What follows belongs to an exercise in optimizing a design on an open flow for small area, a short achievable clock period and few clock cycles; a production flow would make more cautious choices. At most, simulation tests tie the RTL to the original design; equivalence was not proved.

== main ==
// dehaze_top
module dehaze_top (
    input  logic        clk,
    input  logic        rst,
    input  logic        in_req,
    output logic        in_ack,
    input  logic [23:0] in_pix,      
    output logic        out_req,
    input  logic        out_ack,
    output logic [23:0] out_pix,     
    output logic        out_last
);
==> module dehaze_top, before the edit <==
module dehaze_top (
    input  logic        clk,
    input  logic        rst,
    input  logic        in_req,
    output logic        in_ack,
    input  logic [23:0] in_pix,      
    output logic        out_req,
    input  logic        out_ack,
    output logic [23:0] out_pix,     
    output logic        out_last
);
    logic        i_full;            
    logic [23:0] ipix;
    logic [23:0] ch [0:8];          
    logic [5:0]  cnt;               
    logic [3:0]  nold;              
    logic        oraw;              
    logic        pin;               
    logic        pdr;               
    logic [6:0]  gain;
    logic [7:0]  vm [0:7];          
    logic [7:0]  v3p;               
    logic [7:0]  pmin;              
    function automatic logic [7:0] min2(input logic [7:0] a, input logic [7:0] b);
        min2 = (a < b) ? a : b;
    endfunction
    function automatic logic [7:0] min3(input logic [23:0] p);
        logic rg, rb, gb;
        rg = p[23:16] < p[15:8];
        rb = p[23:16] < p[7:0];
        gb = p[15:8]  < p[7:0];
        min3 = (rg && rb) ? p[23:16] : (!rg && gb) ? p[15:8] : p[7:0];
    endfunction
    function automatic logic [7:0] recover(input logic [7:0] c, input logic [6:0] g);
        logic [7:0]  u;
        logic [13:0] s, k, pp, ns, nk;
        logic [14:0] p;
        u = ~c;
        s = {6'b0, u & {8{g[0]}}};
        k = 14'd0;
        for (int j = 1; j < 6; j++) begin
            pp = {6'b0, u & {8{g[j]}}} << j;
            ns = s ^ k ^ pp;
            nk = ((s & k) | (s & pp) | (k & pp)) << 1;
            s  = ns;
            k  = nk;
        end
        p = {1'b0, s + k} | (g[6] ? {1'b0, u, 6'b0} : 15'd0);
        recover = (|p[14:12]) ? 8'd0 : ~p[11:4];
    endfunction
    logic [7:0] m_new, m_up, v3, dark, vm_new;
    logic [3:0] nnew;
    logic       out_free, do_in, do_drain, c8_valid, interior;
    assign m_new  = min3(ipix);
    assign m_up   = min3(ch[7]);
    assign v3     = min2(vm[7], m_new);
    assign dark   = min2(min2(pmin, vm[7]), m_new);
    assign vm_new = min2(m_up, m_new);
    assign nnew     = (cnt > 6'd8) ? 4'd9 : cnt[3:0];
    assign out_free = (!oraw && !out_req) || (out_req && out_ack);
    assign do_in    = i_full && !pin && out_free;
    assign do_drain = !i_full && !pdr && (nold != 4'd0) && out_free;
    assign c8_valid = (nold != 4'd0) || (cnt > 6'd8);
    assign interior = (cnt[2:1] != 2'd0) && (cnt[5:4] != 2'd0);
    always_ff @(posedge clk or posedge rst) begin
        if (rst) begin
            i_full  <= 1'b0;
            in_ack  <= 1'b0;
            cnt     <= '0;
            nold    <= '0;
            oraw    <= 1'b0;
            out_req <= 1'b0;
            pin     <= 1'b0;
            pdr     <= 1'b0;
        end else begin
            if (in_req && !in_ack && (!i_full || pin)) begin
                i_full <= 1'b1;
                in_ack <= 1'b1;
            end else begin
                if (in_ack && !in_req) in_ack <= 1'b0;
                if (pin) i_full <= 1'b0;
            end
            pin <= do_in;
            pdr <= do_drain;
            if (pin) begin
                cnt <= cnt + 1'b1;
                if (cnt == 6'd63) nold <= 4'd9;
                else if (nold != 4'd0) nold <= nold - 1'b1;
            end else if (pdr) begin
                nold <= nold - 1'b1;
            end
            if (out_req && out_ack) out_req <= 1'b0;
            if (oraw && !out_ack) begin
                oraw    <= 1'b0;
                out_req <= 1'b1;
            end
            if ((do_in && c8_valid) || do_drain) oraw <= 1'b1;
        end
    end
    always_ff @(posedge clk) begin
        if (!i_full || pin) ipix <= in_pix;
        if (pin) begin
            ch[0] <= ipix;
            vm[0] <= vm_new;
            for (int k = 1; k < 8; k++) vm[k] <= vm[k-1];
            v3p  <= v3;
            pmin <= min2(v3p, v3);
        end
        for (int k = 1; k < 9; k++) begin
            if (pin || (pdr && nnew < 4'(k))) ch[k] <= ch[k-1];
        end
        if (do_in || do_drain) begin
            out_pix  <= ch[8];
            out_last <= (nold == 4'd1);
            gain     <= (do_in && interior) ? dehaze_pkg::gain_lut(dark) : 7'd16;
        end else if (oraw && !out_ack) begin
            out_pix[23:16] <= recover(out_pix[23:16], gain);
            out_pix[15:8]  <= recover(out_pix[15:8], gain);
            out_pix[7:0]   <= recover(out_pix[7:0], gain);
        end
    end
endmodule
Settings: LEC_CHECK=0, CAP_MARGIN=80, CORE_MARGIN=2, CORE_UTILIZATION=70, SLEW_MARGIN=80; clock period 25.0 ns.
run.sh (not shown) runs the stock make flow with config.mk's settings and CLKGATE_MAP_FILE= SYNTH_SCRIPT=/design/flow/synth_recipe.tcl, a recipe that flattens the netlist after the stock synthesis.
Edits applied to the flow inputs when going from main to the feature branch:
--- a/flow/design.v
+++ b/flow/design.v
@@ -282,6 +282,4 @@
     logic [3:0]  nold;              
     logic        oraw;              
-    logic        pin;               
-    logic        pdr;               
     logic [6:0]  gain;
     logic [7:0]  vm [0:7];          
@@ -323,8 +321,12 @@
     assign dark   = min2(min2(pmin, vm[7]), m_new);
     assign vm_new = min2(m_up, m_new);
+    logic [8:0] shift_ok;           
     assign nnew     = (cnt > 6'd8) ? 4'd9 : cnt[3:0];
     assign out_free = (!oraw && !out_req) || (out_req && out_ack);
-    assign do_in    = i_full && !pin && out_free;
-    assign do_drain = !i_full && !pdr && (nold != 4'd0) && out_free;
+    assign do_in    = i_full && out_free;
+    assign do_drain = !i_full && (nold != 4'd0) && out_free;
+    for (genvar k = 0; k < 9; k++) begin : g_ok
+        assign shift_ok[k] = i_full || ((nold != 4'd0) && nnew < 4'(k));
+    end
     assign c8_valid = (nold != 4'd0) || (cnt > 6'd8);
     assign interior = (cnt[2:1] != 2'd0) && (cnt[5:4] != 2'd0);
@@ -337,22 +339,10 @@
             oraw    <= 1'b0;
             out_req <= 1'b0;
-            pin     <= 1'b0;
-            pdr     <= 1'b0;
         end else begin
-            if (in_req && !in_ack && (!i_full || pin)) begin
+            if (in_req && !in_ack && !i_full) begin
                 i_full <= 1'b1;
                 in_ack <= 1'b1;
-            end else begin
-                if (in_ack && !in_req) in_ack <= 1'b0;
-                if (pin) i_full <= 1'b0;
-            end
-            pin <= do_in;
-            pdr <= do_drain;
-            if (pin) begin
-                cnt <= cnt + 1'b1;
-                if (cnt == 6'd63) nold <= 4'd9;
-                else if (nold != 4'd0) nold <= nold - 1'b1;
-            end else if (pdr) begin
-                nold <= nold - 1'b1;
+            end else if (in_ack && !in_req) begin
+                in_ack <= 1'b0;
             end
             if (out_req && out_ack) out_req <= 1'b0;
@@ -361,10 +351,19 @@
                 out_req <= 1'b1;
             end
-            if ((do_in && c8_valid) || do_drain) oraw <= 1'b1;
+            if (do_in) begin
+                i_full <= 1'b0;
+                cnt    <= cnt + 1'b1;
+                if (cnt == 6'd63) nold <= 4'd9;
+                else if (nold != 4'd0) nold <= nold - 1'b1;
+                if (c8_valid) oraw <= 1'b1;
+            end else if (do_drain) begin
+                nold <= nold - 1'b1;
+                oraw <= 1'b1;
+            end
         end
     end
     always_ff @(posedge clk) begin
-        if (!i_full || pin) ipix <= in_pix;
-        if (pin) begin
+        if (!i_full) ipix <= in_pix;
+        if (do_in) begin
             ch[0] <= ipix;
             vm[0] <= vm_new;
@@ -374,5 +373,5 @@
         end
         for (int k = 1; k < 9; k++) begin
-            if (pin || (pdr && nnew < 4'(k))) ch[k] <= ch[k-1];
+            if (shift_ok[k] && out_free) ch[k] <= ch[k-1];
         end
         if (do_in || do_drain) begin
The feature branch went all the way through synthesis, placement and routing and the layout is clean on timing, DRC and antenna. Comparing the feature branch and main, the higher global-route usage was measured on the feature branch. The run showing the smaller required time of the critical path is the feature branch. When the feature branch is measured against main, its design area turns out 0.36% lower. The feature branch against main: timing-limited maximum frequency decreased by 19% relative to the old numbers, multi-input combinational cell count decreased by 1.9% relative to the old numbers.
No run of this note included a check of the RTL's function; only the layout flow was run.


Setup of JK:
Another version of the RTL of dehaze_top (not shown whole).
==> module dehaze_top, before the edit <==
module dehaze_top (
    input  logic        clk,
    input  logic        rst,
    input  logic        in_req,
    output logic        in_ack,
    input  logic [23:0] in_pix,      
    output logic        out_req,
    input  logic        out_ack,
    output logic [23:0] out_pix,     
    output logic        out_last
);
    logic        i_full;            
    logic [23:0] ipix;
    logic [23:0] ch [0:8];          
    logic [5:0]  cnt;               
    logic [3:0]  nold;              
    logic        oraw;              
    logic        ordy;              
    logic        pin;               
    logic        pdr;               
    logic [6:0]  gain;
    logic [7:0]  vm [0:7];          
    logic [7:0]  v3p;               
    logic [7:0]  pmin;              
    function automatic logic lt8(input logic [7:0] a, input logic [7:0] b);
        lt8 = 1'b0;
        for (int i = 0; i < 8; i++) lt8 = (~a[i] & b[i]) | (~(a[i] & ~b[i]) & lt8);
    endfunction
    function automatic logic [7:0] min2(input logic [7:0] a, input logic [7:0] b);
        min2 = lt8(a, b) ? a : b;
    endfunction
    function automatic logic [7:0] min3(input logic [23:0] p);
        logic rg, rb, gb;
        rg = lt8(p[23:16], p[15:8]);
        rb = lt8(p[23:16], p[7:0]);
        gb = lt8(p[15:8], p[7:0]);
        min3 = (rg && rb) ? p[23:16] : (!rg && gb) ? p[15:8] : p[7:0];
    endfunction
    function automatic logic [7:0] min3s(input logic [23:0] p);
        min3s = min2(min2(p[23:16], p[15:8]), p[7:0]);
    endfunction
    function automatic logic [7:0] recover(input logic [7:0] c, input logic [6:0] g);
        logic [7:0]  u;
        logic [13:0] s, k, pp, ns, nk;
        logic [14:0] p;
        u = ~c;
        s = {6'b0, u & {8{g[0]}}};
        k = 14'd0;
        for (int j = 1; j < 6; j++) begin
            pp = {6'b0, u & {8{g[j]}}} << j;
            ns = s ^ k ^ pp;
            nk = ((s & k) | (s & pp) | (k & pp)) << 1;
            s  = ns;
            k  = nk;
        end
        p = {1'b0, s + k} | (g[6] ? {1'b0, u, 6'b0} : 15'd0);
        recover = (|p[14:12]) ? 8'd0 : ~p[11:4];
    endfunction
    logic [7:0] m_new, m_up, v3, dark, pm_new, vm_new;
    logic [3:0] nnew;
    logic       out_free, do_in, do_drain, c8_valid, interior;
    assign m_new  = min3s(ipix);
    assign m_up   = min3s(ch[7]);
    assign v3     = min2(vm[7], m_new);
    assign dark   = min2(pmin, v3);
    assign pm_new = min2(v3p, v3);
    assign vm_new = min2(m_up, m_new);
    assign nnew     = (cnt > 6'd8) ? 4'd9 : cnt[3:0];
    assign out_free = (!oraw && !ordy && !out_req) || (out_req && out_ack);
    assign do_in    = i_full && !pin && out_free;
    assign do_drain = !i_full && !pdr && (nold != 4'd0) && out_free;
    assign c8_valid = (nold != 4'd0) || (cnt > 6'd8);
    assign interior = (cnt[2:1] != 2'd0) && (cnt[5:4] != 2'd0);
    always_ff @(posedge clk or posedge rst) begin
        if (rst) begin
            i_full  <= 1'b0;
            in_ack  <= 1'b0;
            cnt     <= '0;
            nold    <= '0;
            oraw    <= 1'b0;
            ordy    <= 1'b0;
            out_req <= 1'b0;
            pin     <= 1'b0;
            pdr     <= 1'b0;
        end else begin
            if (in_req && !in_ack && (!i_full || pin)) begin
                i_full <= 1'b1;
                in_ack <= 1'b1;
            end else begin
                if (in_ack && !in_req) in_ack <= 1'b0;
                if (pin) i_full <= 1'b0;
            end
            pin <= do_in;
            pdr <= do_drain;
            if (pin) begin
                cnt <= cnt + 1'b1;
                if (cnt == 6'd63) nold <= 4'd9;
                else if (nold != 4'd0) nold <= nold - 1'b1;
            end else if (pdr) begin
                nold <= nold - 1'b1;
            end
            if (out_req && out_ack) out_req <= 1'b0;
            if ((oraw || ordy) && !out_ack) out_req <= 1'b1;
            ordy <= (oraw || ordy) && out_ack;
            oraw <= (do_in && c8_valid) || do_drain;
        end
    end
    always_ff @(posedge clk) begin
        if (!i_full || pin) ipix <= in_pix;
        if (pin) begin
            ch[0] <= ipix;
            vm[0] <= vm_new;
            for (int k = 1; k < 8; k++) vm[k] <= vm[k-1];
            v3p  <= v3;
            pmin <= pm_new;
        end
        for (int k = 1; k < 9; k++) begin
            if (pin || (pdr && nnew < 4'(k))) ch[k] <= ch[k-1];
        end
        gain <= (i_full && interior) ? dehaze_pkg::gain_lut(dark) : 7'd16;
        if (oraw) begin
            out_pix[23:16] <= recover(ch[8][23:16], gain);
            out_pix[15:8]  <= recover(ch[8][15:8], gain);
            out_pix[7:0]   <= recover(ch[8][7:0], gain);
            out_last       <= (nold == 4'd1);
        end
    end
endmodule
clock: 25.0 ns
lec_check: 0
abc_area: 1
cap_margin: 50
core_margin: 2
core_utilization: 70
cts_cluster_diameter: 100
cts_cluster_size: 30
slew_margin: 50
standard.sh (not shown) runs the stock make flow with config.mk's settings and CLKGATE_MAP_FILE= SYNTH_SCRIPT=/design/flow/synth_recipe.tcl, a recipe that flattens the netlist after the stock synthesis.
==> flow/flow/run.sh <==
#!/bin/bash
# Own flow: the standard synthesis, then the standard ORFS layout with the
# platform's delay cells kept out of buffering and resizing (they otherwise end
# up as port and wire buffers). Each step's output goes to its own log here.
set -euo pipefail
PLATFORM_DONT_USE="sky130_fd_sc_hd__probe_p_8 sky130_fd_sc_hd__probec_p_8 sky130_fd_sc_hd__lpflow_bleeder_1 sky130_fd_sc_hd__lpflow_clkbufkapwr_1 sky130_fd_sc_hd__lpflow_clkbufkapwr_16 sky130_fd_sc_hd__lpflow_clkbufkapwr_2 sky130_fd_sc_hd__lpflow_clkbufkapwr_4 sky130_fd_sc_hd__lpflow_clkbufkapwr_8 sky130_fd_sc_hd__lpflow_clkinvkapwr_1 sky130_fd_sc_hd__lpflow_clkinvkapwr_16 sky130_fd_sc_hd__lpflow_clkinvkapwr_2 sky130_fd_sc_hd__lpflow_clkinvkapwr_4 sky130_fd_sc_hd__lpflow_clkinvkapwr_8 sky130_fd_sc_hd__lpflow_decapkapwr_12 sky130_fd_sc_hd__lpflow_decapkapwr_3 sky130_fd_sc_hd__lpflow_decapkapwr_4 sky130_fd_sc_hd__lpflow_decapkapwr_6 sky130_fd_sc_hd__lpflow_decapkapwr_8 sky130_fd_sc_hd__lpflow_inputiso0n_1 sky130_fd_sc_hd__lpflow_inputiso0p_1 sky130_fd_sc_hd__lpflow_inputiso1n_1 sky130_fd_sc_hd__lpflow_inputiso1p_1 sky130_fd_sc_hd__lpflow_inputisolatch_1 sky130_fd_sc_hd__lpflow_isobufsrc_1 sky130_fd_sc_hd__lpflow_isobufsrc_16 sky130_fd_sc_hd__lpflow_isobufsrc_2 sky130_fd_sc_hd__lpflow_isobufsrc_4 sky130_fd_sc_hd__lpflow_isobufsrc_8 sky130_fd_sc_hd__lpflow_isobufsrckapwr_16 sky130_fd_sc_hd__lpflow_lsbuf_lh_hl_isowell_tap_1 sky130_fd_sc_hd__lpflow_lsbuf_lh_hl_isowell_tap_2 sky130_fd_sc_hd__lpflow_lsbuf_lh_hl_isowell_tap_4 sky130_fd_sc_hd__lpflow_lsbuf_lh_isowell_4 sky130_fd_sc_hd__lpflow_lsbuf_lh_isowell_tap_1 sky130_fd_sc_hd__lpflow_lsbuf_lh_isowell_tap_2 sky130_fd_sc_hd__lpflow_lsbuf_lh_isowell_tap_4"
DELAY_CELLS="sky130_fd_sc_hd__clkdlybuf4s15_1 sky130_fd_sc_hd__clkdlybuf4s15_2 sky130_fd_sc_hd__clkdlybuf4s18_1 sky130_fd_sc_hd__clkdlybuf4s18_2 sky130_fd_sc_hd__clkdlybuf4s25_1 sky130_fd_sc_hd__clkdlybuf4s25_2 sky130_fd_sc_hd__clkdlybuf4s50_1 sky130_fd_sc_hd__clkdlybuf4s50_2 sky130_fd_sc_hd__dlygate4sd1_1 sky130_fd_sc_hd__dlygate4sd2_1 sky130_fd_sc_hd__dlygate4sd3_1 sky130_fd_sc_hd__dlymetal6s2s_1 sky130_fd_sc_hd__dlymetal6s4s_1 sky130_fd_sc_hd__dlymetal6s6s_1"
bash standard.sh synth > synth.log 2>&1
bash standard.sh "DONT_USE_CELLS=$PLATFORM_DONT_USE $DELAY_CELLS" finish > layout.log 2>&1
test -s out/final.def
Relative to JK, the following input files were edited for AL:
diff --git a/flow/design.v b/flow/design.v
--- a/flow/design.v
+++ b/flow/design.v
@@ -301,11 +301,8 @@
         rb = lt8(p[23:16], p[7:0]);
         gb = lt8(p[15:8], p[7:0]);
         min3 = (rg && rb) ? p[23:16] : (!rg && gb) ? p[15:8] : p[7:0];
     endfunction
-    function automatic logic [7:0] min3s(input logic [23:0] p);
-        min3s = min2(min2(p[23:16], p[15:8]), p[7:0]);
-    endfunction
     function automatic logic [7:0] recover(input logic [7:0] c, input logic [6:0] g);
         logic [7:0]  u;
         logic [13:0] s, k, pp, ns, nk;
         logic [14:0] p;
@@ -324,12 +321,12 @@
     endfunction
     logic [7:0] m_new, m_up, v3, dark, pm_new, vm_new;
     logic [3:0] nnew;
     logic       out_free, do_in, do_drain, c8_valid, interior;
-    assign m_new  = min3s(ipix);
-    assign m_up   = min3s(ch[7]);
+    assign m_new  = min3(ipix);
+    assign m_up   = min3(ch[7]);
     assign v3     = min2(vm[7], m_new);
-    assign dark   = min2(pmin, v3);
+    assign dark   = min2(min2(pmin, vm[7]), m_new);
     assign pm_new = min2(v3p, v3);
     assign vm_new = min2(m_up, m_new);
     assign nnew     = (cnt > 6'd8) ? 4'd9 : cnt[3:0];
     assign out_free = (!oraw && !ordy && !out_req) || (out_req && out_ack);
Notes after the runs:
No stage failed in AL, and the final checks on the layout all came back clean.
Number of non-clock buffers in the layout is higher on AL
Number of global-route vias before repair delta for AL relative to JK: about 4.3% higher
Summary of AL over JK: area growth from synthesis to layout rose 0.33 points, detailed-route wire length on metal 1 rose about 3%, total setup buffers inserted after CTS about even.
Against JK, AL comes in 34 lower on cell count of the worst reg-to-reg path.
Relative to JK, AL degrades via count of the routed design.
AL -> JK: final critical-path share of the clock period flat
Synthesized cell count in AL is 53 above JK.
Compared with JK, AL shows die area that has gone up slightly.
Delta(synthesized area, AL - JK) > 0
Total area of multi-input combinational cells of AL exceeds that of JK by a few percent.
Fmax in AL vs JK: up about 0.34%
Testbench counts of AL, summed over its fixed seeds: cycles 8,352.
For JK, only the layout was checked, not whether the RTL still works.

## port drivers added, routing unchanged
Ports are ideal in the flow. The routed layouts listed here were re-timed in OpenROAD. Step 1 (the two cells are an assumption about what drives the block):
set clk [get_ports {clk}]
set_driving_cell -lib_cell sky130_fd_sc_hd__clkbuf_16 $clk
set_driving_cell -lib_cell sky130_fd_sc_hd__buf_2 [delete_from_list [all_inputs] $clk]
Step 2 moves the port delays by t, midway between the first and last clock arrival at a register: inputs arrive t later, outputs are due t later. That takes back most of the time a late clock gives input paths. Three values: ideal ports, drivers, drivers and shift; two values: the first two.
run	t, ns	setup slack, ns	slew at the worst register clock pin (ns)	worst data-port slew with drivers (ns)
main	0.579	17.832 / 17.832 / 17.533	0.07 / 0.07	0.05
the feature branch	0.581	16.189 / 16.197 / 15.616	0.08 / 0.08	0.11
JK	0.568	18.927 / 18.876 / 19.064	0.11 / 0.11	0.03
AL	0.564	18.948 / 18.899 / 19.112	0.11 / 0.11	0.03
After both steps setup and hold are still met in every run listed. The setup slack of the feature branch, which loses most, moves by +0.008 ns with the drivers and by -0.573 ns with both steps.
